Background: an optimization exercise with open tools, aiming at small area and few clock cycles per item. Do not read the settings as production practice. The RTL was checked by simulation tests, not by an equivalence proof against the original design.

==> flow/design.v, too long to show whole: its modules and the start of the top module <==
// module lsag_scale_p: 970 lines
// module lsag_scale_o: 1073 lines
// module lsag_outmul: 941 lines
// module lsag_fidx: 200 lines
// module lsag_pickcmp: 198 lines
// module lsag_add10: 119 lines
// module lsag_add13r: 74 lines
// module lsag_add14r: 79 lines
// module lsag_add10r: 59 lines
// module lsag_regs: 56 lines
// module lsag_geom: 199 lines
// module lsag_pipe: 135 lines
// module letterbox_scaler_address_generator: 61 lines
module letterbox_scaler_address_generator (
  input  logic        clk_i,
  input  logic        rst_ni,
  input  logic        psel,
  input  logic        penable,
  input  logic        pwrite,
  input  logic [4:0]  paddr,
  input  logic [31:0] pwdata,
  output logic [31:0] prdata,
  output logic        pready,
  input  logic        in_valid_i,
  output logic        in_ready_o,
  input  logic [8:0]  screen_x_i,
  input  logic [8:0]  screen_y_i,
  output logic        out_valid_o,
  input  logic        out_ready_i,
  output logic        coord_ok_o,
  output logic        shows_image_o,
  output logic [17:0] frame_index_o,
  output logic [11:0] source_x_o,
  output logic [11:0] source_y_o,
  output logic [25:0] source_byte_address_o
);
  // ...
==> flow/run.sh <==
#!/bin/bash
# synth_recipe.tcl (not shown) runs the flow's synth.tcl, then flattens the netlist and writes it again
# the make line also repeats each setting of config.mk as NAME=value (left out here)
make -C /OpenROAD-flow-scripts/flow DESIGN_CONFIG=/design/flow/config.mk WORK_HOME=/design/flow/orfs CLKGATE_MAP_FILE= SYNTH_SCRIPT=/design/flow/synth_recipe.tcl finish
==> flow/config.mk <==
export PLATFORM = sky130hd
export DESIGN_NAME = letterbox_scaler_address_generator
export DESIGN_NICKNAME = letterbox_scaler_address_generator
export VERILOG_FILES = /design/flow/design.v
export SDC_FILE = /design/flow/constraint.sdc
export NUM_CORES = 4
export LEC_CHECK = 0
export CAP_MARGIN = 20
export CORE_MARGIN = 2
export CORE_UTILIZATION = 40
export SLEW_MARGIN = 20
==> flow/constraint.sdc <==
create_clock -name core_clock -period 7.0 [get_ports {clk_i}]
set_input_delay 1.4000 -clock core_clock [delete_from_list [all_inputs] [get_ports {clk_i}]]
set_output_delay 1.4000 -clock core_clock [all_outputs]
set_load 0.01 [all_outputs]
==> flow_summary_export.csv, run 1 <==
group,metric,value,unit
clocking,numCtsBuffers,29,
synth,ys.flop_type,"edfxtp_1",
layout,inv_count,519,
worst_hold_path,min_path_cells,0,
synth,netlist_top_cells_count,"inv_1, fa_1, nand2_1",
placed_design,place_hpwl,64900,µm
setup_path,cp_common_cell,"fa_1",
clocking,clk_latency,0.58,ns
floorplan,dieArea,71500,µm²
clocking,cts_sinks,233,
setup_path,reg2reg_slack,0.26,ns
sta,hold_viol,0,
layout,largestClassByArea,"multi-input combinational cells",
sta,finalWorstSetupSlack,-0.130,ns
synth,synth-edff-count,191,
worst_hold_path,min_from,"u_pipe.fidx0_q[0]",
clocking,htree_levels,1,
sta,slew_viol_final,0,
route,wl_met1,34700,µm
clocking,clk_transition_reported_paths,0.06,ns
clocking,hold_buffers,0,
route,wl_met3,6760,µm
synth,yosysUniqueCellTypes,74,
sta,setup_viol,4,
setup_path,path_cells,"a222oi_1, inv_1, fa_1, inv_2, fa_1, fa_1, inv_1, fa_1, ha_4, a21oi_2, nand2_2, a211oi_4, buf_6, a21oi_4, o211ai_2, a31oi_2, or3_1, a31oi_1, xor2_1, buf_2",
outcome,so.violations,"setup timing",
clocking,cts_resized,69,
layout,n_antenna_cell,0,
outcome,status,"complete, but fails checks",
setup_path,critPathSlowestCell,"fa_1",
sta,timing.fmax,140,MHz
Testbench counts, summed over its fixed seeds: cycles 13,920, items 12,800.
==> run 2, diff against run 1 <==
--- a/flow/config.mk
+++ b/flow/config.mk
@@ -9,3 +9,4 @@
 export CORE_MARGIN = 2
 export CORE_UTILIZATION = 40
+export PLACE_DENSITY = 0.75
 export SLEW_MARGIN = 20
==> flow_summary_export.csv, run 2 <==
group,metric,value,unit
synth,yosysMostFrequentCell,"inv_1",
clocking,clk_transition_reported_paths,0.07,ns
placed_design,io_buffers,125,
clocking,clk_latency,0.59,ns
route,wl,78700,µm
setup_path,worstPathMaxFanout,3,
sta,setup_viol,9,
synth,synth-edff-count,191,
setup_path,r2r-end,"u_geom.r_q[0]",
placed_design,dpl_cell_area,30500,µm²
sta,fin_tns_setup,-1.11,ns
synth,avgSynthCellArea,9.66,µm²
global_routing,use_met2,36.0,%
clocking,cts_sinks,233,
synth,yosysTopAreaCellShare,24.9,%
layout,top_register,"u_geom.q_q",
layout,mostFrequentLayoutCells,"inv_1, fa_1, nand2_1, and2_1, edfxtp_1",
global_routing,antenna_found_initial,1,
synth,synthCells,2872,
global_routing,globalRouteMet1Util,29.5,%
floorplan,die_w,267,µm
sta,slew-limit-headroom,32.6,%
setup_path,r2r_cells,22,
route,wl_per_cell,19.8,µm
worst_hold_path,min_path_type,"register to register",
route,dr.pass1.iters,12,
floorplan,rows,96,
setup_path,crit_path_start_kind,"register",
synth,synth.area.top_cells,"fa_1, edfxtp_1, ha_1, inv_1, and2_1",
setup_path,path_class,"register to primary output",
synth,synth_seq_cells,233,
outcome,so.violations,"setup timing",
sta,rsz0062_at_grt,"true",
job,maxCapViolCount,0,
synth,synthesis.area,27800,µm²
global_routing,grtUsageMet3,3.57,%
global_routing,grt_max_degree,56,
placed_design,place_hpwl,61900,µm
layout,largest_register_ffs,21,
clocking,numCtsBuffers,25,
sta,worst_pin_slew,1.01,ns
setup_path,cp.arrival,5.85,ns
synth,synthArstFlopShare,18.0,%
setup_path,r2r-start,"u_regs.width_q[8]",
sta,finalWorstSetupSlack,-0.249,ns
sta,min_period,7.25,ns
global_routing,grt_pass1_wl,123000,µm
synth,yosys_warnings,3,
layout,stdcell_area,31800,µm²
global_routing,grt.busiest_layer,"met2",
floorplan,die-height,267,µm
layout,final_common_cell,"inv_1",
synth,yosysUniqueCellTypes,74,
layout,drive_above_1_share,12.0,%
layout,n_antenna_cell,0,
route,drt-initial-drc-count,3076,
route,ant_nets,0,
route,vias_per_cell,5.51,
sta,min_period_over_period,104,%
sta,slew_viol_final,0,
floorplan,coreArea,68600,µm²
setup_path,startpoint,"u_geom.wb_q[8]",
global_routing,grt_overflow,0,
synth,netlist_top_cells_count,"inv_1, fa_1, nand2_1",
synth,ys.flop_type,"edfxtp_1",
clocking,cts_buffer_depth,3,
layout,area_delta_synth_final,14.5,%
synth,synth-seq-area-share,24.5,%
synth,yosys.area.top_type,"fa_1",
placed_design,gp_congestion,1.00,
setup_path,endpoint,"source_byte_address_o[25]",
layout,fillerInstances,6355,
setup_path,crit_path_end_kind,"primary output",
route,via_count,21900,
outcome,status,"complete, but fails checks",
clocking,hold_buffers,0,
setup_path,required,5.60,ns
worst_hold_path,min_from,"u_pipe.fidx0_q[4]",
clocking,cts_tree,"done",
route,drc,0,
sta,timing.fmax,138,MHz
layout,nNetsFinal,3603,
sta,hold_viol,0,
global_routing,grt_pass1_vias,21900,
clocking,clockRootBuffer,"clkbuf_16",
global_routing,track_usage,21.9,%
clocking,htree_levels,1,
layout,seqCellArea,6800,µm²
setup_path,reg2reg_slack,0.24,ns
layout,multiInputGateArea,18500,µm²
floorplan,num_io_pins,167,
floorplan,dieArea,71500,µm²
sta,fin_skew,0.0446,ns
floorplan,start_util,40.5,%
-- run 2: per-layer routing --
layer,vias up,part of all wire (%)
met3,169,9.5
met5,-,0
met4,0,3.5
met2,1149,47
met1,10800,40
li1,9782,-
-- run 2: timing repair --
action / 4_1_cts / 5_1_grt
setup buffers: 10 / 9
pin swaps: 31 / 28
gates resized for setup: 67 / 50
setup endpoints to repair: 29 / 29
-- run 2: cell families after synthesis --
family                   Yosys count  share of synthesized area (%)
AND/OR/NAND/NOR                  769                           13.9
adder cells (fa/ha/maj)          524                           33.0
other                              2                         0.0271
flip-flops                       233                           24.5
AO/OA/AOI/OAI                    467                           12.4
buffers and inverters            709                           10.3
XOR/XNOR                          64                           2.05
multiplexers                     104                           3.95
-- run 2: worst max-delay path: stages, from the launching register on --
cell      delay (ns)
edfxtp_1        0.44
a222oi_1        0.38
inv_1           0.11
fa_1            0.56
inv_2           0.04
fa_1            0.50
fa_1            0.53
inv_2           0.05
fa_1            0.59
ha_4            0.23
a21oi_4         0.12
nand2_2         0.09
a211oi_4        0.31
a21oi_4         0.14
o211ai_4        0.25
a31oi_4         0.12
or3_4           0.36
a31oi_4         0.17
xor2_1          0.14
buf_2           0.14
-- run 2: cell type report --
class / instances / share of cell area [%]
clock buffer: 29 / 2.08
sequential: 233 / 21.4
tap: 931 / 3.66
clock inverter: 17 / 0.767
inverter: 519 / 6.14
multi-input combinational: 1948 / 58.1
timing repair buffer: 290 / 7.83
-- run 2: worst min path at each step --
| stage | depth (start not counted) | end |
|---|---|---|
| floorplan | 0 | u_pipe.fidx1_q[0] |
| global placement | 0 | u_pipe.ok1_q |
| detailed placement | 0 | u_pipe.fidx1_q[4] |
| CTS | 0 | u_pipe.fidx1_q[5] |
| global route | 0 | u_pipe.fidx1_q[5] |
| finish | 0 | u_pipe.fidx1_q[4] |
-- run 2: metrics by stage --
stage | setup WS (ns) | instances | hold slack (ns) | utilization (%)
global placement | -0.266 | 3902 | 0.405 | 44.5
detailed placement | -0.263 | 3902 | 0.408 | 44.5
global route | -0.438 | 3967 | 0.422 | 46.4
CTS | -0.229 | 3958 | 0.423 | 46.0
floorplan | 0.0288 | 2890 | 0.400 | -
finish | -0.249 | 3967 | 0.420 | 46.4
==> module lsag_geom, before the edit <==
module lsag_geom (
  input  logic        clk_i,
  input  logic        rst_ni,
  input  logic [12:0] width_i,
  input  logic [12:0] height_i,
  input  logic [2:0]  bpp_i,
  input  logic        fill_i,
  input  logic        portrait_i,
  input  logic        start_i,
  input  logic [16:0] prod_i,      
  output logic [3:0]  op_o,        
  output logic        busy_o,
  output logic        pick_x_o,    
  output logic [13:0] m_o,
  output logic [16:0] scale_o,
  output logic [14:0] wb_o,        
  output logic [15:0] wb3_o,       
  output logic [8:0]  lo_o,        
  output logic [8:0]  dr_o,        
  output logic [23:0] g_o
);
  localparam logic [3:0] ST_IDLE = 4'd0;
  localparam logic [3:0] ST_PICK = 4'd1;
  localparam logic [3:0] ST_M1   = 4'd2;
  localparam logic [3:0] ST_LOAD = 4'd4;
  localparam logic [3:0] ST_DIV  = 4'd5;
  localparam logic [3:0] ST_POST = 4'd6;
  localparam logic [3:0] ST_MUL  = 4'd7;
  localparam logic [3:0] ST_DIG  = 4'd8;
  logic [3:0]  state_q;
  logic [4:0]  cnt_q;
  logic        pick_q;
  logic [13:0] m_q;
  logic [16:0] s_q;
  logic [14:0] wb_q;
  logic [15:0] wb3_q;
  logic [13:0] r_q;      
  logic [20:0] q_q;      
  logic [3:0]  dr_q;     
  logic        brw_q;    
  logic        neg, pick_c, eq;
  lsag_pickcmp u_pick (
    .a  (portrait_i ? width_i : height_i),
    .b  (portrait_i ? height_i : width_i),
    .ci (portrait_i),
    .neg(neg)
  );
  assign pick_c = neg ^ portrait_i ^ fill_i;
  assign eq = pick_q == portrait_i;
  logic [12:0] den, len;
  assign den  = pick_q ? width_i : height_i;
  assign len  = pick_q ? height_i : width_i;
  always_comb begin
    case (state_q)
      ST_PICK: op_o = 4'd10;
      ST_M1:   op_o = eq ? 4'd4 : 4'd6;
      ST_LOAD: op_o = eq ? 4'd6 : 4'd4;
      default: op_o = (cnt_q == 5'd0) ? {bpp_i, 1'b0} : 4'd6;
    endcase
  end
  logic [20:0] dvd;
  assign dvd = {prod_i[16:1], 5'b0};
  logic [12:0] trial, tdiff;
  logic        ge;
  assign trial = {r_q[11:0], fill_i ? q_q[20] : q_q[8]};
  lsag_add13r u_div (.a(trial), .b(~den), .ci(1'b1), .s(tdiff), .co(ge));
  logic [9:0] dmd;
  logic [8:0] dsz;
  assign dsz = eq ? 9'd480 : 9'd320;
  lsag_add10r u_post (.a({1'b0, dsz}), .b(~{1'b0, q_q[8:0]}), .ci(1'b1), .s(dmd), .co());
  logic dbit, dsub, mbit;
  logic [14:0] msum;
  always_comb begin
    case (cnt_q)
      5'd5, 5'd7: dbit = eq;
      5'd6, 5'd8: dbit = 1'b1;
      default:    dbit = 1'b0;
    endcase
  end
  assign dsub = q_q[0] ^ dbit ^ brw_q;
  assign mbit = dsub && cnt_q != 5'd0;
  lsag_add14r u_mul (.a(r_q), .b(m_q), .ci(1'b0), .s(msum[13:0]), .co(msum[14]));
  logic [3:0] dig, dq, dr;
  logic [4:0] dsum;
  logic       dc;
  always_comb begin
    if (state_q == ST_DIG) begin
      dig = (cnt_q == 5'd6) ? 4'b1110 : {r_q[0], q_q[20:18]};
    end else begin
      case (cnt_q[2:0])
        3'd1:    dig = {3'b0, m_q[13]};
        3'd2:    dig = m_q[12:9];
        3'd3:    dig = m_q[8:5];
        3'd4:    dig = m_q[4:1];
        3'd5:    dig = {m_q[0], 3'b0};
        default: dig = 4'b1110;
      endcase
    end
    dsum = {1'b0, dr_q} + {1'b0, dig};
    dc   = dsum >= 5'd15;
    dr   = dc ? dsum[3:0] + 4'd1 : dsum[3:0];
    dq   = dr_q + {3'b0, dc};
  end
  always_ff @(posedge clk_i or negedge rst_ni) begin
    if (!rst_ni) begin
      state_q <= ST_PICK;
      cnt_q   <= '0;
    end else if (start_i) begin
      state_q <= ST_PICK;
      cnt_q   <= '0;
    end else begin
      case (state_q)
        ST_PICK: state_q <= ST_M1;
        ST_M1:   state_q <= ST_LOAD;
        ST_LOAD: begin
          state_q <= ST_DIV;
          cnt_q   <= '0;
        end
        ST_DIV: begin
          cnt_q <= cnt_q + 5'd1;
          if (cnt_q == (fill_i ? 5'd20 : 5'd8)) state_q <= ST_POST;
        end
        ST_POST: begin
          cnt_q   <= '0;
          state_q <= fill_i ? ST_MUL : ST_IDLE;
        end
        ST_MUL: begin
          cnt_q <= cnt_q + 5'd1;
          if (cnt_q == 5'd20) begin
            cnt_q   <= '0;
            state_q <= ST_DIG;
          end
        end
        ST_DIG: begin
          cnt_q <= cnt_q + 5'd1;
          if (cnt_q == 5'd6) state_q <= ST_IDLE;
        end
        default: state_q <= ST_IDLE;
      endcase
    end
  end
  always_ff @(posedge clk_i) begin
    case (state_q)
      ST_PICK: begin
        pick_q <= pick_c;
        wb_q   <= {2'b0, pick_c ? height_i : width_i};
      end
      ST_M1: begin
        wb_q <= prod_i[15:1];
      end
      ST_LOAD: begin
        wb_q  <= {2'b0, den};
        r_q   <= fill_i ? 14'd0 : {2'b0, dvd[20:9]};
        q_q   <= fill_i ? dvd : {12'b0, dvd[8:0]};
        dr_q  <= '0;
      end
      ST_DIV: begin
        if (cnt_q == 5'd0) begin
          m_q  <= prod_i[14:1];
          wb_q <= {2'b0, width_i};
        end
        if (cnt_q == 5'd1) wb_q <= prod_i[15:1];
        if (cnt_q == 5'd2) wb3_q <= prod_i[16:1];
        r_q <= {2'b0, ge ? tdiff[11:0] : trial[11:0]};
        q_q <= {q_q[19:0], ge};
        if (cnt_q != 5'd0 && cnt_q < 5'd7) begin
          dr_q <= dr;
          s_q  <= {s_q[12:0], dq};
        end
      end
      ST_POST: begin
        if (!fill_i) q_q <= {3'b0, dmd[9:1], q_q[8:0]};
        r_q   <= '0;
        dr_q  <= '0;
        brw_q <= 1'b0;
      end
      ST_MUL: begin
        brw_q <= (!q_q[0] && (dbit || brw_q)) || (dbit && brw_q);
        r_q   <= mbit ? msum[14:1] : {1'b0, r_q[13:1]};
        q_q   <= {mbit ? msum[0] : r_q[0], q_q[20:1]};
      end
      ST_DIG: begin
        dr_q     <= dr;
        r_q[2:0] <= q_q[19:17];
        q_q      <= {q_q[16:0], dq};
      end
      default: ;
    endcase
  end
  assign busy_o   = state_q != ST_IDLE;
  assign pick_x_o = pick_q;
  assign m_o      = m_q;
  assign scale_o  = s_q;
  assign wb_o     = wb_q;
  assign wb3_o    = wb3_q;
  assign lo_o     = fill_i ? 9'd0 : q_q[17:9];
  assign dr_o     = fill_i ? 9'h1ff : q_q[8:0];
  assign g_o      = fill_i ? {r_q[2:0], q_q} : 24'd0;
endmodule
==> module lsag_pipe, before the edit <==
module lsag_pipe (
  input  logic        clk_i,
  input  logic        rst_ni,
  input  logic [2:0]  bpp_i,
  input  logic        portrait_i,
  input  logic        busy_i,
  input  logic [3:0]  op_i,        
  output logic [16:0] prod_o,
  input  logic        pick_x_i,
  input  logic [13:0] m_i,
  input  logic [16:0] scale_i,
  input  logic [14:0] wb_i,
  input  logic [15:0] wb3_i,
  input  logic [8:0]  lo_i,
  input  logic [8:0]  dr_i,
  input  logic [23:0] g_i,
  input  logic        in_valid_i,
  output logic        in_ready_o,
  input  logic [8:0]  screen_x_i,
  input  logic [8:0]  screen_y_i,
  output logic        out_valid_o,
  input  logic        out_ready_i,
  output logic        coord_ok_o,
  output logic        shows_image_o,
  output logic [17:0] frame_index_o,
  output logic [11:0] source_x_o,
  output logic [11:0] source_y_o,
  output logic [25:0] source_byte_address_o
);
  function automatic logic [8:0] divmod15(input logic [8:0] c);
    logic [4:0] s;
    logic [1:0] f;
    logic [3:0] v;
    logic [4:0] u;
    s = {4'b0, c[8]} + {1'b0, c[7:4]} + {1'b0, c[3:0]};
    f = (s >= 5'd30) ? 2'd2 : (s >= 5'd15) ? 2'd1 : 2'd0;
    v = s[3:0] + {2'b0, f};
    u = {c[8], 4'b0} + {4'b0, c[8]} + {1'b0, c[7:4]} + {3'b0, f};
    divmod15 = {u, v};
  endfunction
  function automatic logic [17:0] digits(input logic [11:0] a);
    for (int i = 0; i < 6; i++) begin
      digits[3*i]   = !a[2*i+1] &&  a[2*i];
      digits[3*i+1] =  a[2*i+1] && !a[2*i];
      digits[3*i+2] =  a[2*i+1] &&  a[2*i];
    end
  endfunction
  logic v0_q, v1_q, adv0, adv1, take;
  assign adv1       = !v1_q || out_ready_i;
  assign adv0       = !v0_q || adv1;
  assign in_ready_o = !busy_i && adv0;
  assign take       = in_valid_i && in_ready_o;
  always_ff @(posedge clk_i or negedge rst_ni) begin
    if (!rst_ni) begin
      v0_q <= 1'b0;
      v1_q <= 1'b0;
    end else begin
      if (adv0) v0_q <= take;
      if (adv1) v1_q <= v0_q;
    end
  end
  logic        ok_d, shows_d, ge_lo, lt_dr;
  logic [8:0]  row, col, cp, co;
  logic [17:0] fidx;
  logic [9:0]  xo;
  logic [8:0]  uvp, uvo;
  always_comb begin
    if (portrait_i) begin
      ok_d = screen_x_i < 9'd320 && screen_y_i < 9'd480;
      row  = screen_y_i;
      col  = screen_x_i;
    end else begin
      ok_d = screen_x_i < 9'd480 && screen_y_i < 9'd320;
      row  = {~screen_x_i[8:5] - 4'd1, ~screen_x_i[4:0]};    
      col  = screen_y_i;
    end
    cp = pick_x_i ? screen_x_i : screen_y_i;
    co = pick_x_i ? screen_y_i : screen_x_i;
  end
  lsag_fidx u_fidx (.row(row), .col(col), .f(fidx));
  lsag_add10 u_lo (.a({1'b0, co}), .b(~{1'b0, lo_i}), .ci(1'b1), .s(xo), .co(ge_lo));
  assign lt_dr   = xo[8:0] < dr_i;
  assign shows_d = ok_d && ge_lo && lt_dr;
  assign uvp     = divmod15(cp);
  assign uvo     = divmod15(xo[8:0]);
  logic        ok0_q, shows0_q;
  logic [17:0] fidx0_q;
  logic [8:0]  uvp_q, uvo_q;
  always_ff @(posedge clk_i) begin
    if (adv0) begin
      ok0_q    <= ok_d;
      shows0_q <= shows_d;
      fidx0_q  <= ok_d ? fidx : 18'd0;
      uvp_q    <= uvp;
      uvo_q    <= uvo;
    end
  end
  logic [11:0] vp, vo, sx_d, sy_d;
  lsag_scale_p u_sp (.u(uvp_q[8:4]), .v(uvp_q[3:0]), .m(m_i), .sc(scale_i), .q(vp));
  lsag_scale_o u_so (.u(uvo_q[8:4]), .v(uvo_q[3:0]), .m(m_i), .sc(scale_i), .gg(g_i), .q(vo));
  assign sx_d = shows0_q ? (pick_x_i ? vp : vo) : 12'd0;
  assign sy_d = shows0_q ? (pick_x_i ? vo : vp) : 12'd0;
  logic        ok1_q, shows1_q;
  logic [17:0] fidx1_q;
  logic [11:0] sx_q, sy_q;
  logic [17:0] syd_q;      
  always_ff @(posedge clk_i) begin
    if (adv1) begin
      ok1_q    <= ok0_q;
      shows1_q <= shows0_q;
      fidx1_q  <= fidx0_q;
      sx_q     <= busy_i ? 12'd0 : sx_d;
      syd_q    <= digits(busy_i ? {8'd0, op_i} : sy_d);
    end
  end
  always_comb begin
    for (int i = 0; i < 6; i++) begin
      sy_q[2*i]   = syd_q[3*i] || syd_q[3*i+2];
      sy_q[2*i+1] = syd_q[3*i+1] || syd_q[3*i+2];
    end
  end
  logic [13:0] ra, rb;
  logic [25:0] addr;
  assign ra = ({14{bpp_i[0]}} & {2'b0, sx_q}) | ({14{bpp_i[2]}} & {sx_q, 2'b0});
  assign rb = {14{bpp_i[1]}} & {1'b0, sx_q, 1'b0};
  lsag_outmul u_om (.sel(syd_q), .wb(wb_i), .wb3(wb3_i), .ra(ra), .rb(rb), .p(addr));
  assign prod_o = addr[16:0];
  assign out_valid_o           = v1_q;
  assign coord_ok_o            = ok1_q;
  assign shows_image_o         = shows1_q;
  assign frame_index_o         = fidx1_q;
  assign source_x_o            = sx_q;
  assign source_y_o            = sy_q;
  assign source_byte_address_o = addr;
endmodule
==> run 3, diff against run 2 <==
--- a/flow/design.v
+++ b/flow/design.v
@@ -3799,4 +3799,6 @@
   localparam logic [3:0] ST_PICK = 4'd1;
   localparam logic [3:0] ST_M1   = 4'd2;
+  localparam logic [3:0] ST_M2   = 4'd3;
+  localparam logic [3:0] ST_M3   = 4'd9;
   localparam logic [3:0] ST_LOAD = 4'd4;
   localparam logic [3:0] ST_DIV  = 4'd5;
@@ -3824,13 +3826,13 @@
   assign pick_c = neg ^ portrait_i ^ fill_i;
   assign eq = pick_q == portrait_i;
-  logic [12:0] den, len;
+  logic [12:0] den;
   assign den  = pick_q ? width_i : height_i;
-  assign len  = pick_q ? height_i : width_i;
   always_comb begin
     case (state_q)
       ST_PICK: op_o = 4'd10;
-      ST_M1:   op_o = eq ? 4'd4 : 4'd6;
-      ST_LOAD: op_o = eq ? 4'd6 : 4'd4;
-      default: op_o = (cnt_q == 5'd0) ? {bpp_i, 1'b0} : 4'd6;
+      ST_M1:   op_o = eq ? 4'd6 : 4'd4;
+      ST_M2:   op_o = eq ? 4'd4 : 4'd6;
+      ST_M3:   op_o = {bpp_i, 1'b0};
+      default: op_o = 4'd6;
     endcase
   end
@@ -3888,5 +3890,7 @@
       case (state_q)
         ST_PICK: state_q <= ST_M1;
-        ST_M1:   state_q <= ST_LOAD;
+        ST_M1:   state_q <= ST_M2;
+        ST_M2:   state_q <= ST_M3;
+        ST_M3:   state_q <= ST_LOAD;
         ST_LOAD: begin
           state_q <= ST_DIV;
@@ -3923,8 +3927,14 @@
       end
       ST_M1: begin
+        wb_q <= {2'b0, den};
+      end
+      ST_M2: begin
         wb_q <= prod_i[15:1];
       end
+      ST_M3: begin
+        m_q  <= prod_i[14:1];
+        wb_q <= {2'b0, width_i};
+      end
       ST_LOAD: begin
-        wb_q  <= {2'b0, den};
         r_q   <= fill_i ? 14'd0 : {2'b0, dvd[20:9]};
         q_q   <= fill_i ? dvd : {12'b0, dvd[8:0]};
@@ -3932,9 +3942,5 @@
       end
       ST_DIV: begin
-        if (cnt_q == 5'd0) begin
-          m_q  <= prod_i[14:1];
-          wb_q <= {2'b0, width_i};
-        end
-        if (cnt_q == 5'd1) wb_q <= prod_i[15:1];
+        if (cnt_q == 5'd0) wb_q <= prod_i[15:1];
         if (cnt_q == 5'd2) wb3_q <= prod_i[16:1];
         r_q <= {2'b0, ge ? tdiff[11:0] : trial[11:0]};
@@ -4021,6 +4027,7 @@
     end
   endfunction
-  logic v0_q, v1_q, adv0, adv1, take;
-  assign adv1       = !v1_q || out_ready_i;
+  logic v0_q, v1_q, v2_q, adv0, adv1, adv2, take;
+  assign adv2       = !v2_q || out_ready_i;
+  assign adv1       = !v1_q || adv2;
   assign adv0       = !v0_q || adv1;
   assign in_ready_o = !busy_i && adv0;
@@ -4030,7 +4037,9 @@
       v0_q <= 1'b0;
       v1_q <= 1'b0;
+      v2_q <= 1'b0;
     end else begin
       if (adv0) v0_q <= take;
       if (adv1) v1_q <= v0_q;
+      if (adv2) v2_q <= v1_q;
     end
   end
@@ -4100,12 +4109,26 @@
   assign rb = {14{bpp_i[1]}} & {1'b0, sx_q, 1'b0};
   lsag_outmul u_om (.sel(syd_q), .wb(wb_i), .wb3(wb3_i), .ra(ra), .rb(rb), .p(addr));
-  assign prod_o = addr[16:0];
-  assign out_valid_o           = v1_q;
-  assign coord_ok_o            = ok1_q;
-  assign shows_image_o         = shows1_q;
-  assign frame_index_o         = fidx1_q;
-  assign source_x_o            = sx_q;
-  assign source_y_o            = sy_q;
-  assign source_byte_address_o = addr;
+  logic        ok2_q, shows2_q;
+  logic [17:0] fidx2_q;
+  logic [11:0] sx2_q, sy2_q;
+  logic [25:0] addr_q;
+  always_ff @(posedge clk_i) begin
+    if (adv2) begin
+      ok2_q    <= ok1_q;
+      shows2_q <= shows1_q;
+      fidx2_q  <= fidx1_q;
+      sx2_q    <= sx_q;
+      sy2_q    <= sy_q;
+      addr_q   <= addr;
+    end
+  end
+  assign prod_o = addr_q[16:0];
+  assign out_valid_o           = v2_q;
+  assign coord_ok_o            = ok2_q;
+  assign shows_image_o         = shows2_q;
+  assign frame_index_o         = fidx2_q;
+  assign source_x_o            = sx2_q;
+  assign source_y_o            = sy2_q;
+  assign source_byte_address_o = addr_q;
 endmodule
 module letterbox_scaler_address_generator (
--- a/flow/config.mk
+++ b/flow/config.mk
@@ -9,4 +9,3 @@
 export CORE_MARGIN = 2
 export CORE_UTILIZATION = 40
-export PLACE_DENSITY = 0.75
 export SLEW_MARGIN = 20
==> flow_summary_export.csv, run 3 <==
group,metric,value,unit
floorplan,num_io_pins,167,
layout,largestRegisters,"u_pipe.addr_q: 26 flops, u_geom.q_q: 21 flops",
global_routing,track_usage,22.6,%
placed_design,io_buffers,125,
route,vias_per_cell,5.51,
clocking,cts_tree,"done",
sta,min_period_over_period,94.9,%
global_routing,grt_max_degree,54,
setup_path,path_class,"register to register",
synth,synth-seq-area-share,29.9,%
sta,hold_viol,0,
setup_path,required,7.38,ns
route,drt-initial-drc-count,2666,
worst_hold_path,whs_endpoint,"u_pipe.fidx2_q[11]",
synth,yosysMostFrequentCell,"inv_1",
synth,netlist_top_cells_count,"inv_1, fa_1, edfxtp_1",
route,ant_nets,0,
placed_design,place_ws,-0.113,ns
setup_path,crit_path_end_kind,"register",
synth,avgSynthCellArea,10.1,µm²
synth,yosys_warnings,3,
sta,finalWorstSetupSlack,0.356,ns
clocking,cts_buffer_depth,3,
worst_hold_path,min_from,"u_pipe.fidx1_q[11]",
route,dr.pass1.iters,14,
global_routing,grt_overflow,0,
sta,slew_viol_final,0,
layout,area_delta_synth_final,12.5,%
synth,yosysUniqueCellTypes,71,
clocking,hold_buffers,0,
floorplan,die-height,277,µm
global_routing,grt_pass1_vias,23300,
floorplan,coreArea,74200,µm²
worst_hold_path,min_path_cells,0,
layout,nNetsFinal,3626,
floorplan,die_w,277,µm
floorplan,rows,100,
setup_path,cp.arrival,7.02,ns
sta,worst_pin_slew,1.06,ns
layout,top_register,"u_pipe.addr_q",
sta,setup_viol,0,
clocking,htree_levels,2,
clocking,clk_transition_reported_paths,0.06,ns
synth,yosysTopAreaCellShare,26.3,%
sta,min_period,6.64,ns
layout,drive_above_1_share,7.99,%
sta,slew-limit-headroom,29.0,%
layout,mostFrequentLayoutCells,"inv_1, fa_1, edfxtp_1, nand2_1, and2_1",
route,wl_per_cell,21.2,µm
clocking,numCtsBuffers,36,
setup_path,startpoint,"u_regs.width_q[6]",
global_routing,antenna_found_initial,7,
clocking,cts_sinks,304,
synth,ys.flop_type,"edfxtp_1",
global_routing,grt_pass1_wl,135000,µm
placed_design,place_hpwl,66900,µm
placed_design,gp_congestion,0.948,
worst_hold_path,min_path_type,"register to register",
synth,synthArstFlopShare,14.1,%
clocking,cts_setup_buffers,0,
route,wl,85600,µm
synth,synth_seq_cells,304,
sta,fin_skew,0.0259,ns
floorplan,dieArea,76800,µm²
route,via_count,22300,
synth,synthesis.area,29800,µm²
synth,synth-edff-count,261,
setup_path,reg2reg_slack,0.36,ns
sta,timing.fmax,151,MHz
setup_path,worstPathMaxFanout,10,
layout,largest_register_ffs,26,
synth,synthCells,2945,
clocking,clockRootBuffer,"clkbuf_16",
setup_path,r2r-start,"u_regs.width_q[6]",
setup_path,r2r-end,"u_geom.r_q[0]",
route,drc,0,
sta,fin_tns_setup,0,ns
synth,yosys.area.top_type,"edfxtp_1",
sta,rsz0062_at_grt,"false",
synth,synth.area.top_cells,"edfxtp_1, fa_1, ha_1, inv_1, and2_1",
clocking,clk_latency,0.57,ns
job,maxCapViolCount,0,
outcome,status,"no timing/DRC/antenna violations",
setup_path,crit_path_start_kind,"register",
floorplan,start_util,40.2,%
setup_path,r2r_cells,23,
layout,final_common_cell,"inv_1",
[run 3: cell count changes in the layout (fill, tap and decap cells not counted), moves of 11 or more]
cell             change
nor2b_1             -11
buf_4               -80
clkdlybuf4s50_1     +17
mux2i_1             +16
o21ai_0             +13
clkbuf_16           +11
nand3_1             +12
edfxtp_1            +70
a211oi_1            +17
[run 3: critical path, stage by stage, from the launching register on]
cell	delay, ns
dfstp_2	0.53
nor4_1	0.05
a31oi_1	0.27
nor2_1	0.10
nand2_1	0.08
o21ai_1	0.10
ha_2	0.21
fa_1	0.42
fa_2	0.38
fa_2	0.37
fa_2	0.38
fa_2	0.38
fa_2	0.39
fa_2	0.39
fa_1	0.43
fa_2	0.38
fa_1	0.42
fa_1	0.39
inv_1	0.06
maj3_2	0.22
buf_6	0.16
mux2i_1	0.18
nand2_1	0.07
o211ai_1	0.11
[run 3: cell families (layout without fill, tap and decap cells)]
| family | after synthesis | count (layout) | share of synthesized area (%) |
|---|---|---|---|
| DFF | 304 | 304 | 29.9 |
| adders and majority gates | 525 | 525 | 30.7 |
| xor gates and xnor gates | 69 | 69 | 2.05 |
| and+or+nand+nor | 773 | 773 | 13.2 |
| other | 2 | 21 | 0.0252 |
| buffers and inverters | 687 | 790 | 8.93 |
| muxes | 114 | 114 | 3.98 |
| AOI/OAI and AO/OA | 471 | 471 | 11.2 |
[run 3: how the worst max path moves through the flow]
stage	endpoint	depth (start not counted)	slack, ns
3_5_place_dp	u_geom.r_q[10]	23	-0.11
5_1_grt	u_geom.r_q[10]	23	0.04
6_report	u_geom.r_q[0]	23	0.36
3_3_place_gp	u_geom.r_q[10]	23	-0.14
2_1_floorplan	u_geom.r_q[3]	22	0.07
4_1_cts	u_geom.r_q[10]	23	0.005
[run 3: routing by layer]
metal  vias to the layer above  wire length, µm  global-route usage, %
met2                      1001            38400                   35.2
li1                       9972                -                      -
met3                       119             8070                   4.33
met5                         -                9                      0
met1                     11200            37200                   32.2
met4                         2             1950                   5.87
[run 3: per-stage QoR]
step                cell area, µm²  hold slack, ns  std cells  util [%]
detailed placement           32300           0.405       3971      43.5
floorplan                    29900           0.400       2963         -
CTS                          33500           0.412       4035      45.2
finish                       33600           0.418       4036      45.2
global placement             32300           0.400       3971      43.5
global route                 33600           0.423       4035      45.2
[run 3: area by class of cell]
cell class	count	area, µm²
well taps	969	1210
clock buffers	38	908
fillers	6915	40600
multi-input cells	1972	18400
inverters	519	1950
repair buffers	207	1870
flip-flops and latches	304	8930
diodes	1	2.50
clock inverters	26	319
[run 3: timing repair]
action	CTS	global route
gates resized for setup	6	6
hold endpoints to repair	0	0
gates cloned	0	0
endpoints found under the setup margin	12	13
pin swaps	1	1
Testbench counts of run 3, summed over its fixed seeds: cycles 14,016, items 12,800.
==> run 4, diff against run 3 <==
--- a/flow/config.mk
+++ b/flow/config.mk
@@ -9,3 +9,4 @@
 export CORE_MARGIN = 2
 export CORE_UTILIZATION = 40
+export GPL_TIMING_DRIVEN = 0
 export SLEW_MARGIN = 20
==> flow_summary_export.csv, run 4 <==
group,metric,value,unit
outcome,status,"no timing/DRC/antenna violations",
floorplan,rows,100,
placed_design,place_ws,-1.34,ns
setup_path,path_class,"register to register",
route,wl_per_cell,22.0,µm
floorplan,start_util,40.2,%
route,drt-initial-drc-count,2531,
global_routing,grt_max_degree,44,
synth,yosys_warnings,3,
synth,ys.flop_type,"edfxtp_1",
floorplan,die_w,277,µm
clocking,clk_transition_reported_paths,0.06,ns
sta,slew_viol_final,0,
sta,min_period_over_period,96.2,%
route,ant_nets,0,
worst_hold_path,min_path_type,"register to register",
layout,final_common_cell,"inv_1",
synth,synth-edff-count,261,
placed_design,place_hpwl,71800,µm
placed_design,gp_congestion,0.984,
global_routing,grt_pass1_wl,140000,µm
floorplan,die-height,277,µm
sta,min_period,6.73,ns
layout,nNetsFinal,3723,
synth,yosys.area.top_type,"edfxtp_1",
synth,synth-compound-area-share,11.2,%
setup_path,path_cells,"nor4_1, a31oi_1, nor2_2, nand2_1, o21ai_0, ha_2, fa_1, fa_2, fa_2, fa_2, fa_2, fa_2, fa_2, fa_2, fa_2, fa_1, fa_1, inv_1, maj3_2, clkbuf_8, nand2_1, o21ai_0, o21ai_0",
global_routing,grt_overflow,0,
setup_path,worstPathMaxFanout,10,
route,vias_per_cell,5.45,
sta,finalWorstSetupSlack,0.268,ns
job,maxCapViolCount,0,
route,drc,0,
synth,synthArstFlopShare,14.1,%
layout,fillerInstances,7072,
setup_path,cp_common_cell,"fa_2",
setup_path,critPathSlowestCell,"dfstp_2",
clocking,clk_latency,0.58,ns
sta,slew-limit-headroom,23.9,%
layout,instances_no_fill,4134,
synth,synth_seq_cells,304,
clocking,cts_sinks,304,
layout,final_util,45.5,%
route,wl,91100,µm
synth,synthAdderAreaFrac,30.7,%
layout,largestRegisters,"u_pipe.addr_q: 26 flops, u_geom.q_q: 21 flops",
floorplan,dieArea,76800,µm²
sta,fin_skew,0.0262,ns
synth,yosysMostFrequentCell,"inv_1",
clocking,cts_buffer_depth,3,
placed_design,io_buffers,122,
synth,synth.area.top_cells,"edfxtp_1, fa_1, ha_1, inv_1, and2_1",
layout,mostFrequentLayoutCells,"inv_1, fa_1, edfxtp_1, nand2_1, and2_1",
synth,synth-seq-area-share,29.9,%
setup_path,crit_path_start_kind,"register",
route,via_count,22500,
clocking,htree_levels,2,
setup_path,slowest_delay,0.58,ns
synth,yosysUniqueCellTypes,71,
floorplan,num_io_pins,167,
global_routing,antenna_found_initial,5,
global_routing,track_usage,23.9,%
synth,netlist_top_cells_count,"inv_1, fa_1, edfxtp_1",
sta,worst_pin_slew,1.14,ns
synth,avgSynthCellArea,10.1,µm²
sta,setup_viol,0,
setup_path,path_buf_inv,2,
global_routing,grt_pass1_vias,22900,
floorplan,coreArea,74200,µm²
sta,timing.fmax,149,MHz
layout,top_register,"u_pipe.addr_q",
clocking,hold_buffers,0,
layout,area_delta_synth_final,13.2,%
route,dr.pass1.iters,22,
synth,synthesis.area,29800,µm²
clocking,numCtsBuffers,36,
synth,yosys.area_share.simple,13.2,%
synth,synthCells,2945,
placed_design,place.detailed.instances,4061,
synth,synth_xor_area_share,2.05,%
synth,synth_top_family_by_area,"adder cells",
synth,yosysTopAreaCellShare,26.3,%
sta,hold_viol,0,
sta,holdWs,0.417,ns
layout,drive_above_1_share,6.98,%
synth,muxShareOfSynthArea,3.98,%
clocking,clockRootBuffer,"clkbuf_16",
clocking,cts_tree,"done",
setup_path,required,7.29,ns
setup_path,cp.arrival,7.02,ns
setup_path,crit_path_end_kind,"register",
setup_path,critPathTopFamily,"adder cells",
layout,largest_register_ffs,26,
-- run 4: changes by cell type in the layout (fill, tap and decap cells not counted), sizes merged --
cell / previous run / this run
buf: 83 / 50
bufinv: 6 / 2
clkbuf: 38 / 177
clkdlybuf4s50: 124 / 121
clkinv: 15 / 14
clkinvlp: 2 / 3
inv: 522 / 521
-- run 4: logic make-up (layout without fill, tap and decap cells) --
kind of cell    count (synthesis)  after routing
xor+xnor                       69             69
fa+ha+maj                     525            525
compound gates                471            471
other cells                     2             21
flops                         304            304
mux                           114            114
buf+inv                       687            888
simple gates                  773            773
-- run 4: worst register-to-register path: stages (launching register included) --
cell      delay [ns]
dfstp_2         0.58
nor4_1          0.07
a31oi_1         0.27
nor2_2          0.10
nand2_1         0.08
o21ai_0         0.12
ha_2            0.22
fa_1            0.42
fa_2            0.40
fa_2            0.39
fa_2            0.38
fa_2            0.38
fa_2            0.38
fa_2            0.37
fa_2            0.38
fa_2            0.37
fa_1            0.42
fa_1            0.39
inv_1           0.06
maj3_2          0.26
clkbuf_8        0.21
nand2_1         0.06
o21ai_0         0.06
o21ai_0         0.08
-- run 4: metal layers --
metal  vias to the layer above  track usage [%]  share of wire [%]
li1                      10200                -                  -
met1                     11200             35.0                 44
met2                      1025             35.6                 43
met3                       148             5.94                 11
met4                         6             5.30                2.3
met5                         -                0              0.049
-- run 4: metrics by stage --
| step | TNS (ns) | instance area, µm² |
|---|---|---|
| 3_5_place_dp | -22.58 | 32400 |
| 4_1_cts | 0 | 33700 |
| 3_3_place_gp | -21.71 | 32300 |
| 6_report | 0 | 33800 |
| 2_1_floorplan | 0 | 29900 |
| 5_1_grt | -0.0203 | 33800 |
-- run 4: final cells by class --
class	instances	area [µm²]	area share, %
multi-input cells	1972	18400	54.4
flip-flops and latches	304	8930	26.4
inverters	519	1950	5.78
repair buffers	139	1390	4.12
well taps	969	1210	3.59
clock buffers	44	962	2.85
plain buffers	165	769	2.28
clock inverters	21	186	0.552
diodes	1	2.50	0.00741
-- run 4: path summary, 6_finish.rpt --
kind                                   start                   to  slack, ns  cells past startpoint
max in group asynchronous             rst_ni        u_regs.fill_q       5.66                      1
max                        u_regs.width_q[8]        u_geom.r_q[3]       0.27                     23
min                        u_pipe.fidx0_q[4]    u_pipe.fidx1_q[4]       0.42                      0
max reg2reg                u_regs.width_q[8]        u_geom.r_q[3]       0.27                     23
min reg2reg                u_pipe.fidx0_q[4]    u_pipe.fidx1_q[4]       0.42                      0
min in group asynchronous             rst_ni  u_regs.height_q[10]       0.86                      1
-- run 4: timing repair --
item / in CTS / in global routing
buffers inserted: 8 / 1
endpoints found under the setup margin: 23 / 34
resized for setup: 24 / 25
pin swaps: 2 / 2
endpoints found under the hold margin: 0 / 0
==> run 5, diff against run 4 <==
--- a/flow/config.mk
+++ b/flow/config.mk
@@ -9,4 +9,4 @@
 export CORE_MARGIN = 2
 export CORE_UTILIZATION = 40
-export GPL_TIMING_DRIVEN = 0
+export CTS_BUF_LIST = sky130_fd_sc_hd__clkbuf_4 sky130_fd_sc_hd__clkbuf_8
 export SLEW_MARGIN = 20
==> flow_summary_export.csv, run 5 <==
group,metric,value,unit
outcome,status,"no timing/DRC/antenna violations",
sta,setup_viol,0,
sta,finalWorstSetupSlack,0.306,ns
sta,slew_viol_final,0,
sta,slew-limit-headroom,30.4,%
setup_path,reg2reg_slack,0.31,ns
synth,synthCells,2945,
layout,nNetsFinal,3644,
sta,worst_pin_slew,1.04,ns
job,maxCapViolCount,0,
route,wl_met1,37300,µm
layout,largest_register_ffs,26,
placed_design,place_hpwl,66900,µm
layout,fillerInstances,6946,
clocking,clockRootBuffer,"clkbuf_8",
setup_path,required,7.37,ns
sta,rsz0062_at_grt,"false",
setup_path,r2r_cells,23,
clocking,hold_buffers,0,
setup_path,slowest_delay,0.52,ns
global_routing,grt_max_degree,54,
layout,area_delta_synth_final,12.4,%
placed_design,gp_congestion,0.948,
floorplan,rows,100,
setup_path,path_buf_inv,2,
floorplan,start_util,40.2,%
route,vias_per_cell,5.48,
route,ant_nets,0,
sta,fin_skew,0.0436,ns
placed_design,place_ws,-0.113,ns
global_routing,grt_pass1_wl,134000,µm
synth,synth.area.top_cells,"edfxtp_1, fa_1, ha_1, inv_1, and2_1",
synth,yosys_warnings,3,
floorplan,coreArea,74200,µm²
layout,top_register,"u_pipe.addr_q",
floorplan,die_w,277,µm
route,dr.max_layer_used,"met4",
setup_path,startpoint,"u_regs.width_q[6]",
synth,yosysTopAreaCellShare,26.3,%
route,wl_met2,37800,µm
layout,largestRegisters,"u_pipe.addr_q: 26 flops, u_geom.q_q: 21 flops",
layout,mostFrequentLayoutCells,"inv_1, fa_1, edfxtp_1, nand2_1, and2_1",
synth,yosys.area.top_type,"edfxtp_1",
worst_hold_path,min_path_cells,0,
sta,min_period,6.69,ns
route,dr.pass1.iters,14,
global_routing,grt_pass1_vias,23300,
route,wl_per_cell,21.1,µm
global_routing,grt_overflow,0,
route,drt-initial-drc-count,2584,
route,via_count,22300,
layout,final_util,45.2,%
floorplan,die-height,277,µm
sta,timing.fmax,149,MHz
synth,netlist_top_cells_count,"inv_1, fa_1, edfxtp_1",
clocking,cts_sinks,304,
setup_path,cp.arrival,7.06,ns
setup_path,critPathSlowestCell,"dfstp_2",
layout,drive_above_1_share,8.94,%
setup_path,path_cells,"nor4_1, a31oi_1, nor2_1, nand2_1, o21ai_1, ha_2, fa_1, fa_2, fa_2, fa_2, fa_2, fa_2, fa_2, fa_1, fa_1, fa_1, fa_1, inv_1, maj3_2, buf_6, nand2_1, o21ai_0, o221ai_1",
sta,hold_viol,0,
setup_path,critPathTopFamily,"adder cells",
sta,min_period_over_period,95.6,%
route,drc,0,
setup_path,crit_path_start_kind,"register",
synth,synthesis.area,29800,µm²
floorplan,num_io_pins,167,
setup_path,worstPathMaxFanout,12,
setup_path,r2r-start,"u_regs.width_q[6]",
clocking,htree_levels,2,
synth,synth-seq-area-share,29.9,%
worst_hold_path,min_from,"u_pipe.fidx0_q[16]",
clocking,cts_tree,"done",
clocking,clk_transition_reported_paths,0.06,ns
setup_path,path_class,"register to register",
clocking,numCtsBuffers,54,
synth,synth-edff-count,261,
floorplan,dieArea,76800,µm²
route,wl_met3,7940,µm
worst_hold_path,min_path_type,"register to register",
synth,avgSynthCellArea,10.1,µm²
setup_path,worst-path-stages,23,
global_routing,track_usage,22.6,%
synth,synth_seq_cells,304,
placed_design,io_buffers,125,
synth,ys.flop_type,"edfxtp_1",
sta,fin_tns_setup,0,ns
synth,yosysMostFrequentCell,"inv_1",
setup_path,crit_path_end_kind,"register",
global_routing,antenna_found_initial,7,
clocking,clk_latency,0.68,ns
clocking,cts_buffer_depth,3,
synth,synthArstFlopShare,14.1,%
layout,final_common_cell,"inv_1",
setup_path,cp_common_cell,"fa_2",
synth,yosysUniqueCellTypes,71,
route,wl,85800,µm
[run 5: final timing paths]
path | end
setup / recovery | u_geom.r_q[10]
hold / removal | u_pipe.fidx1_q[16]
setup reg to reg | u_geom.r_q[10]
hold reg to reg | u_pipe.fidx1_q[16]
max in group asynchronous | u_regs.portrait_q
min in group asynchronous | u_regs.height_q[9]
[run 5: final cells by class]
cell class,count,area [µm²],share of cell area [%]
clock buffer,72,891,2.66
antenna,5,12.5,0.0373
sequential,304,8930,26.6
inverter,519,1950,5.81
tap,969,1210,3.62
clock inverter,26,285,0.851
multi-input combinational,1972,18400,54.8
timing repair buffer,207,1870,5.58
[run 5: stage by stage]
| stage | hold WS, ns | instances | area [µm²] |
|---|---|---|---|
| final | 0.418 | 4074 | 33500 |
| after CTS | 0.417 | 4069 | 33500 |
| after global placement | 0.400 | 3971 | 32300 |
| after floorplan | 0.400 | 2963 | 29900 |
| after global routing | 0.423 | 4071 | 33500 |
| after detailed placement | 0.405 | 3971 | 32300 |
[run 5: metal layers]
| metal | track usage, % | vias to the layer above |
|---|---|---|
| met3 | 5.05 | 158 |
| met2 | 34.6 | 985 |
| li1 | - | 10000 |
| met5 | 0 | - |
| met4 | 7.33 | 0 |
| met1 | 31.7 | 11200 |
[run 5: cell families (layout without fill, tap and decap cells)]
kind of cell,after synthesis,after routing,share of synthesized area [%]
AO/OA/AOI/OAI,471,471,11.2
XOR/XNOR,69,69,2.05
multiplexers,114,114,3.98
AND/OR/NAND/NOR,773,773,13.2
other,2,25,0.0252
buffers and inverters,687,824,8.93
adder cells (fa/ha/maj),525,525,30.7
flip-flops,304,304,29.9
[run 5: what timing repair did]
action | 4_1_cts | 5_1_grt
buffers inserted | 0 | 0
endpoints found under the setup margin | 12 | 13
resized for setup | 6 | 5
pin swaps | 1 | 1
==> run 6, diff against run 5 <==
--- a/flow/config.mk
+++ b/flow/config.mk
@@ -9,4 +9,4 @@
 export CORE_MARGIN = 2
 export CORE_UTILIZATION = 40
-export CTS_BUF_LIST = sky130_fd_sc_hd__clkbuf_4 sky130_fd_sc_hd__clkbuf_8
+export CTS_BUF_LIST = sky130_fd_sc_hd__clkbuf_4
 export SLEW_MARGIN = 20
==> flow_summary_export.csv, run 6 <==
group,metric,value,unit
clocking,htree_levels,3,
floorplan,die-height,277,µm
floorplan,die_w,277,µm
clocking,numCtsBuffers,89,
route,vias_per_cell,5.46,
synth,yosys.area.top_type,"edfxtp_1",
layout,largest_register_ffs,26,
setup_path,crit_path_start_kind,"register",
sta,timing.fmax,149,MHz
placed_design,place.detailed.instances,3971,
global_routing,grt_pass1_vias,23700,
route,drc,0,
route,wl_per_cell,20.8,µm
synth,synth.area.top_cells,"edfxtp_1, fa_1, ha_1, inv_1, and2_1",
job,maxCapViolCount,0,
synth,avgSynthCellArea,10.1,µm²
layout,largestRegisters,"u_pipe.addr_q: 26 flops, u_geom.q_q: 21 flops",
sta,min_period_over_period,95.7,%
placed_design,place_hpwl,66900,µm
route,drt-initial-drc-count,2611,
clocking,cts_tree,"done",
sta,hold_viol,0,
synth,synthesis.area,29800,µm²
synth,ys.flop_type,"edfxtp_1",
floorplan,num_io_pins,167,
layout,drive_above_1_share,10.4,%
setup_path,crit_path_end_kind,"register",
sta,fin_tns_setup,0,ns
synth,synth-compound-area-share,11.2,%
outcome,status,"no timing/DRC/antenna violations",
synth,netlist_top_cells_count,"inv_1, fa_1, edfxtp_1",
sta,worst_pin_slew,1.04,ns
synth,synth_xor_area_share,2.05,%
synth,synthArstFlopShare,14.1,%
synth,synth_seq_cells,304,
clocking,cts_buffer_depth,3,
layout,mostFrequentLayoutCells,"inv_1, fa_1, edfxtp_1, nand2_1, and2_1",
synth,yosysTopAreaCellShare,26.3,%
layout,nNetsFinal,3679,
setup_path,worstPathMaxFanout,12,
sta,holdWs,0.416,ns
layout,top_register,"u_pipe.addr_q",
global_routing,grt_overflow,0,
route,via_count,22500,
placed_design,gp_congestion,0.948,
layout,final_util,45.1,%
synth,muxShareOfSynthArea,3.98,%
global_routing,track_usage,22.7,%
placed_design,io_buffers,125,
worst_hold_path,min_path_type,"register to register",
synth,synth-seq-area-share,29.9,%
layout,area_delta_synth_final,12.3,%
synth,synthCells,2945,
clocking,clockRootBuffer,"clkbuf_4",
setup_path,required,7.56,ns
synth,yosys_warnings,3,
route,wl,86000,µm
synth,yosysMostFrequentCell,"inv_1",
synth,synth_top_family_by_area,"adder cells",
synth,synth-edff-count,261,
clocking,clk_latency,0.88,ns
synth,yosys.area_share.simple,13.2,%
route,ant_nets,0,
sta,fin_skew,0.116,ns
clocking,cts_sinks,304,
floorplan,coreArea,74200,µm²
global_routing,grt_pass1_wl,136000,µm
sta,slew-limit-headroom,30.3,%
sta,slew_viol_final,0,
floorplan,start_util,40.2,%
sta,rsz0062_at_grt,"false",
setup_path,cp.arrival,7.26,ns
floorplan,rows,100,
layout,instances_no_fill,4132,
synth,yosysUniqueCellTypes,71,
global_routing,antenna_found_initial,9,
sta,min_period,6.70,ns
clocking,clk_transition_reported_paths,0.06,ns
floorplan,dieArea,76800,µm²
global_routing,grt_max_degree,54,
route,dr.pass1.iters,13,
layout,final_common_cell,"inv_1",
synth,synthAdderAreaFrac,30.7,%
setup_path,path_class,"register to register",
sta,setup_viol,0,
==> run 6: critical path, stage by stage (launching register included) <==
cell      delay (ns)
dfstp_2         0.53
nor4_1          0.05
a31oi_1         0.30
nor2_1          0.10
nand2_1         0.08
o21ai_1         0.10
ha_2            0.21
fa_1            0.41
fa_1            0.44
fa_2            0.38
fa_2            0.38
fa_2            0.39
fa_2            0.39
fa_2            0.38
fa_1            0.43
fa_2            0.38
fa_1            0.42
fa_1            0.39
inv_1           0.06
maj3_2          0.22
buf_6           0.15
nand2_1         0.05
o21ai_0         0.07
o221ai_1        0.13
==> run 6: what timing repair did <==
action	4_1_cts	5_1_grt
endpoints found under the setup margin	12	13
pin swaps	1	1
setup buffers	0	0
resized for setup	5	6
hold endpoints to repair	0	0
hold buffers	0	0
==> run 6: area by class of cell <==
cell class	count	area [µm²]
clock inverters	30	186
repair buffers	207	1870
inverters	519	1950
well taps	969	1210
diodes	4	10.0
clock buffers	127	953
multi-input cells	1972	18400
flip-flops and latches	304	8930
fillers	6973	40700
==> run 6: final timing paths <==
kind	start	end	slack, ns	cells past startpoint
max	u_regs.width_q[8]	u_geom.r_q[10]	0.30	23
min	u_pipe.fidx1_q[8]	u_pipe.fidx2_q[8]	0.42	0
max reg2reg	u_regs.width_q[8]	u_geom.r_q[10]	0.30	23
min reg2reg	u_pipe.fidx1_q[8]	u_pipe.fidx2_q[8]	0.42	0
max in group asynchronous	rst_ni	u_regs.portrait_q	5.83	2
min in group asynchronous	rst_ni	u_geom.cnt_q[2]	0.65	2
==> run 6: cell families (layout without fill, tap and decap cells) <==
group	after synthesis	after routing
AND/OR/NAND/NOR	773	773
multiplexers	114	114
adder cells (fa/ha/maj)	525	525
other	2	24
AO/OA/AOI/OAI	471	471
buffers and inverters	687	883
XOR/XNOR	69	69
flip-flops	304	304
==> run 6: through the flow <==
| step | setup slack (ns) | cell area (µm²) |
|---|---|---|
| floorplan | 0.0717 | 29900 |
| global placement | -0.144 | 32300 |
| detailed placement | -0.113 | 32300 |
| CTS | 0.0197 | 33400 |
| global route | 0.0311 | 33500 |
| finish | 0.304 | 33500 |
==> run 6: layer usage <==
| metal | vias up | GRT usage [%] | routed length (µm) |
|---|---|---|---|
| li1 | 10100 | - | - |
| met1 | 11300 | 31.9 | 37700 |
| met2 | 986 | 35.0 | 38500 |
| met3 | 148 | 4.86 | 7710 |
| met4 | 4 | 7.09 | 2090 |
| met5 | - | 0 | 16 |

==> afterwards: timing with drivers on the ports <==
The flow's constraints put no driver on any port. The routed layouts listed below were extracted and timed again, unchanged, in two steps.
Step 1 sets driving cells, clkbuf_16 on the clock port and buf_2 on the other inputs (assumed; they add their load-dependent delay and slew).
Step 2, shift: input delay + t, output delay - t, t = (earliest + latest rising clock arrival at the registers) / 2. This alone moves slack from input paths to output paths.
Slacks: ideal ports / drivers / drivers and shift; pairs: ideal ports / drivers.
| run | shift t [ns] | setup slack, ns | worst hold slack (ns) | latest minus earliest clock arrival (ns) | slew at the worst register clock pin (ns) |
|---|---|---|---|---|---|
| run 1 | 0.629 | -0.130 / -0.189 / 0.096 | 0.420 / 0.420 / 0.420 | 0.010 / 0.011 | 0.06 / 0.06 |
| run 2 | 0.620 | -0.249 / -0.307 / 0.140 | 0.420 / 0.420 / 0.420 | 0.048 / 0.048 | 0.08 / 0.08 |
| run 3 | 0.619 | 0.356 / 0.356 / 0.084 | 0.418 / 0.418 / 0.418 | 0.031 / 0.031 | 0.07 / 0.07 |
| run 4 | 0.623 | 0.268 / 0.268 / -0.281 | 0.417 / 0.417 / 0.417 | 0.032 / 0.032 | 0.07 / 0.07 |
| run 5 | 0.720 | 0.306 / 0.306 / 0.046 | 0.418 / 0.418 / 0.418 | 0.044 / 0.043 | 0.07 / 0.07 |
| run 6 | 0.884 | 0.304 / 0.304 / 0.079 | 0.416 / 0.416 / 0.416 | 0.116 / 0.115 | 0.08 / 0.08 |
Met with ideal ports but missed after step 2: setup timing in run 4. The setup slack of run 4, which loses most, moves by 0.000 ns with the drivers and by -0.549 ns with both steps.
